What follows belongs to an exercise in optimizing a design on an open flow for small area and a short achievable clock period; a production flow would make more cautious choices.
Power and IR drop assume default switching activity.

Setup of run A:
==> flow/design.v (excerpt) <==
module lc3_mem_responder #(
    parameter int ADDR_W      = 8,
    parameter int WAIT_CYCLES = 2
) (
    input  logic        clk,
    input  logic        rst,
    input  logic        rd,
    input  logic        wr,
    input  logic [15:0] addr,
    input  logic [15:0] din,
    output logic [15:0] dout,
    output logic        complete,
    output logic        busy
);
For scale: roughly 8900 cells after synthesis, about 54 I/O pins.
==> module lc3_mem_responder, before the edit <==
module lc3_mem_responder #(
    parameter int ADDR_W      = 8,
    parameter int WAIT_CYCLES = 2
) (
    input  logic        clk,
    input  logic        rst,
    input  logic        rd,
    input  logic        wr,
    input  logic [15:0] addr,
    input  logic [15:0] din,
    output logic [15:0] dout,
    output logic        complete,
    output logic        busy
);
    localparam int DEPTH = 1 << ADDR_W;
    localparam int PAIRS = DEPTH / 2;
    localparam int HI_N  = 16;           
    localparam int LO_N  = PAIRS / HI_N;  
    function automatic logic pol(input logic e, input logic [1:0] c);
        pol = e ? !(c[1] ^ c[0]) : c[1];
    endfunction
    logic busy_r, s1_r, s2_r, complete_r;
    logic accept_s, last_s;
    assign accept_s = !busy_r && (rd || wr);
    assign last_s   = busy_r && !s1_r && !s2_r;
    always_ff @(posedge clk or negedge rst) begin
        if (!rst) begin
            busy_r     <= 1'b0;
            s1_r       <= 1'b0;
            s2_r       <= 1'b0;
            complete_r <= 1'b0;
        end else begin
            busy_r     <= accept_s || s1_r || s2_r;
            s1_r       <= accept_s;
            s2_r       <= s1_r;
            complete_r <= last_s;
        end
    end
    logic [HI_N-1:0] rhi_r;
    logic [LO_N-1:0] rlo_r;
    logic            ra0_r;
    logic [15:0]     data_r;
    logic            op_rd_r;
    always_ff @(posedge clk) begin
        if (!busy_r) begin
            for (int g = 0; g < HI_N; g++) rhi_r[g] <= (addr[7:4] == 4'(g));
            for (int k = 0; k < LO_N; k++) rlo_r[k] <= (addr[3:1] == 3'(k));
            ra0_r   <= addr[0];
            data_r  <= din;
            op_rd_r <= rd;
        end
    end
    logic [3:0]      whi_r;
    logic [2:0]      wlo_r;
    logic            wa0_r;
    logic [15:0]     wdata_r;
    logic            wload_s;
    logic [3:0]      rhi_bin_s;
    logic [2:0]      rlo_bin_s;
    always_comb begin
        rhi_bin_s = '0;
        rlo_bin_s = '0;
        for (int g = 0; g < HI_N; g++) if (rhi_r[g]) rhi_bin_s = rhi_bin_s | 4'(g);
        for (int k = 0; k < LO_N; k++) if (rlo_r[k]) rlo_bin_s = rlo_bin_s | 3'(k);
    end
    logic            wvalid_r;
    assign wload_s = s2_r && !op_rd_r;
    always_ff @(posedge clk) begin
        if (wload_s) begin
            whi_r   <= rhi_bin_s;
            wlo_r   <= rlo_bin_s;
            wa0_r   <= ra0_r;
            wdata_r <= data_r;
        end
    end
    logic [1:0] cnt_r;
    logic       go1_r;
    logic       w2_r, w3_r, wlate_r;
    always_ff @(posedge clk or negedge rst) begin
        if (!rst) begin
            go1_r <= 1'b0;
        end else begin
            go1_r <= wload_s;
        end
    end
    always_ff @(posedge clk) begin
        cnt_r   <= cnt_r + 2'd1;
        w2_r    <= go1_r;
        w3_r    <= w2_r;
        wlate_r <= go1_r || w2_r || w3_r;
        if (go1_r) begin
            wvalid_r <= 1'b1;
        end else if (wload_s) begin
            wvalid_r <= 1'b0;
        end
    end
    logic [15:0] wdata_d;
    logic        wa0_d;
    logic [1:0]  cnt_nn;
    logic [15:0] colv_r;
    logic [15:0] col_s;
    assign wdata_d = wload_s ? data_r : wdata_r;
    assign wa0_d   = wload_s ? ra0_r : wa0_r;
    assign cnt_nn  = cnt_r + 2'd2;
    always_ff @(posedge clk) begin
        colv_r <= {16{wa0_d == cnt_nn[0]}} & ~(wdata_d ^ {16{pol(wa0_d, cnt_nn)}});
    end
    assign col_s = {16{go1_r || wlate_r}} & colv_r;
    logic [PAIRS-1:0] wsel_s;
    logic [PAIRS-1:0] rsel_s;
    lc3_mem_wsel_dec u_wsel (.hi(whi_r), .lo(wlo_r), .sel(wsel_s));
    lc3_mem_rsel_dec u_rsel (.hi(rhi_r), .lo(rlo_r), .sel(rsel_s));
    logic [15:0] mem_x [0:PAIRS-1];
    logic [15:0] mem_y [0:PAIRS-1];
    always_ff @(posedge clk) begin
        for (int m = 0; m < PAIRS; m++) begin
            mem_x[m] <= ~(mem_y[m] | ({16{wsel_s[m]}} & col_s));
            mem_y[m] <= mem_x[m];
        end
    end
    localparam int PARTS = 8;
    localparam int PER   = PAIRS / PARTS;
    logic [15:0] part_s [0:PARTS-1];
    always_comb begin
        for (int p = 0; p < PARTS; p++) begin
            part_s[p] = '0;
            for (int m = p * PER; m < (p + 1) * PER; m++) part_s[p] = part_s[p] | ({16{rsel_s[m]}} & mem_x[m]);
        end
    end
    logic [15:0] part_r [0:PARTS-1];
    logic        ppol_r;
    logic        fwd_r;
    always_ff @(posedge clk) begin
        for (int p = 0; p < PARTS; p++) part_r[p] <= part_s[p];
        ppol_r <= cnt_r[1];
        fwd_r  <= wvalid_r && (ra0_r == wa0_r) && rhi_r[whi_r] && rlo_r[wlo_r];
    end
    logic [15:0] rdata_s;
    always_comb begin
        rdata_s = '0;
        for (int p = 0; p < PARTS; p++) rdata_s = rdata_s | part_r[p];
    end
    logic [15:0] dout_one_s, dout_zero_s;
    assign dout_one_s  = fwd_r ? wdata_r : {16{!ppol_r}};
    assign dout_zero_s = fwd_r ? wdata_r : {16{ppol_r}};
    logic [15:0] dout_r;
    always_ff @(posedge clk) begin
        if (ra0_r != cnt_r[0]) begin
            for (int j = 0; j < 16; j++) dout_r[j] <= rdata_s[j] ? dout_one_s[j] : dout_zero_s[j];
        end
    end
    assign dout     = dout_r;
    assign complete = complete_r;
    assign busy     = busy_r;
endmodule
==> flow/config.mk <==
export PLATFORM = sky130hd
export DESIGN_NAME = lc3_mem_responder
export DESIGN_NICKNAME = lc3_mem_responder
export VERILOG_FILES = /design/flow/design.v
export SDC_FILE = /design/flow/constraint.sdc
export NUM_CORES = 4
export LEC_CHECK = 0
export CAP_MARGIN = 20
export CORE_MARGIN = 2
export CORE_UTILIZATION = 55
export CTS_CLUSTER_DIAMETER = 60
export CTS_CLUSTER_SIZE = 24
export SETUP_SLACK_MARGIN = 2.1
export SLEW_MARGIN = 20
export SYNTH_HIERARCHICAL = 1
export SYNTH_MEMORY_MAX_BITS = 8192
==> flow/constraint.sdc <==
create_clock -name core_clock -period 4.6 [get_ports {clk}]
set_input_delay 0.9200 -clock core_clock [delete_from_list [all_inputs] [get_ports {clk}]]
set_output_delay 0.9200 -clock core_clock [all_outputs]
set_load 0.01 [all_outputs]
run.sh (not shown) runs the stock make flow with config.mk's settings and CLKGATE_MAP_FILE= SYNTH_SCRIPT=/design/flow/synth_recipe.tcl, a recipe that flattens the netlist after the stock synthesis.
[inputs] run M vs run A
-- flow/design.v --
<<< run A, line 119
        end
    end
    localparam int PARTS = 8;
    localparam int PER   = PAIRS / PARTS;
    logic [15:0] part_s [0:PARTS-1];
>>> run M, line 119
        end
    end
    localparam int PARTS = 4;
    localparam int PER   = PAIRS / PARTS;
    logic [15:0] part_s [0:PARTS-1];
<<< run A, line 132
    logic        fwd_r;
    always_ff @(posedge clk) begin
        for (int p = 0; p < PARTS; p++) part_r[p] <= part_s[p];
        ppol_r <= cnt_r[1];
        fwd_r  <= wvalid_r && (ra0_r == wa0_r) && rhi_r[whi_r] && rlo_r[wlo_r];
    end
    logic [15:0] rdata_s;
>>> run M, line 132
    logic        fwd_r;
    always_ff @(posedge clk) begin
        if (ra0_r == cnt_r[0]) begin
            for (int p = 0; p < PARTS; p++) part_r[p] <= part_s[p];
            ppol_r <= cnt_r[1];
            fwd_r  <= wvalid_r && (ra0_r == wa0_r) && rhi_r[whi_r] && rlo_r[wlo_r];
        end
    end
    logic [15:0] rdata_s;
<<< run A, line 146
    logic [15:0] dout_r;
    always_ff @(posedge clk) begin
        if (ra0_r != cnt_r[0]) begin
            for (int j = 0; j < 16; j++) dout_r[j] <= rdata_s[j] ? dout_one_s[j] : dout_zero_s[j];
        end
    end
    assign dout     = dout_r;
>>> run M, line 148
    logic [15:0] dout_r;
    always_ff @(posedge clk) begin
        for (int j = 0; j < 16; j++) dout_r[j] <= rdata_s[j] ? dout_one_s[j] : dout_zero_s[j];
    end
    assign dout     = dout_r;
- Delta (run M minus run A): overall routing resource usage higher; met2 capacity usage during global routing higher; post-placement setup slack lower; antenna diode instance count lower.
- Area added between synthesis and finish: higher on run M
- Relative to run A, the net switching power of run M is higher by 8.9%.
- Run M vs. run A: via count now larger; total power up 0.0022 W.
- Compared with run A, in run M final cycle utilization of the critical path now smaller, height of the die held, cell area climbed 2.4%, wire length on met3 increased 45%, share of power burned in combinational logic went up 2.8 points.
No functional check of the RTL was part of any run of this note.

==> re-timing with driven ports <==
The flow's constraints put no driver on any port. The routed layouts listed below were extracted and timed again, unchanged, in two steps. Step 1 assumes that a clkbuf_16 drives the clock port and a buf_2 every other input. Step 2 adds t to the input delays and takes it off the output delays; t is the mean of the earliest and latest rising clock arrival at the registers after step 1. Input paths then give back, and output paths get back, about the clock's delay inside the block. Slacks: ideal / step 1 / step 2; pairs: ideal / step 1.
run	shift t [ns]	setup slack, ns	slew at the worst register clock pin (ns)	worst slew at a driven data input, ns	cell pins on the clock port's net
run A	0.980	1.703 / 1.613 / 2.048	0.10 / 0.10	0.17	1
run M	0.969	1.888 / 1.888 / 1.888	0.10 / 0.10	0.19	1
After both steps every run listed still meets setup and hold.
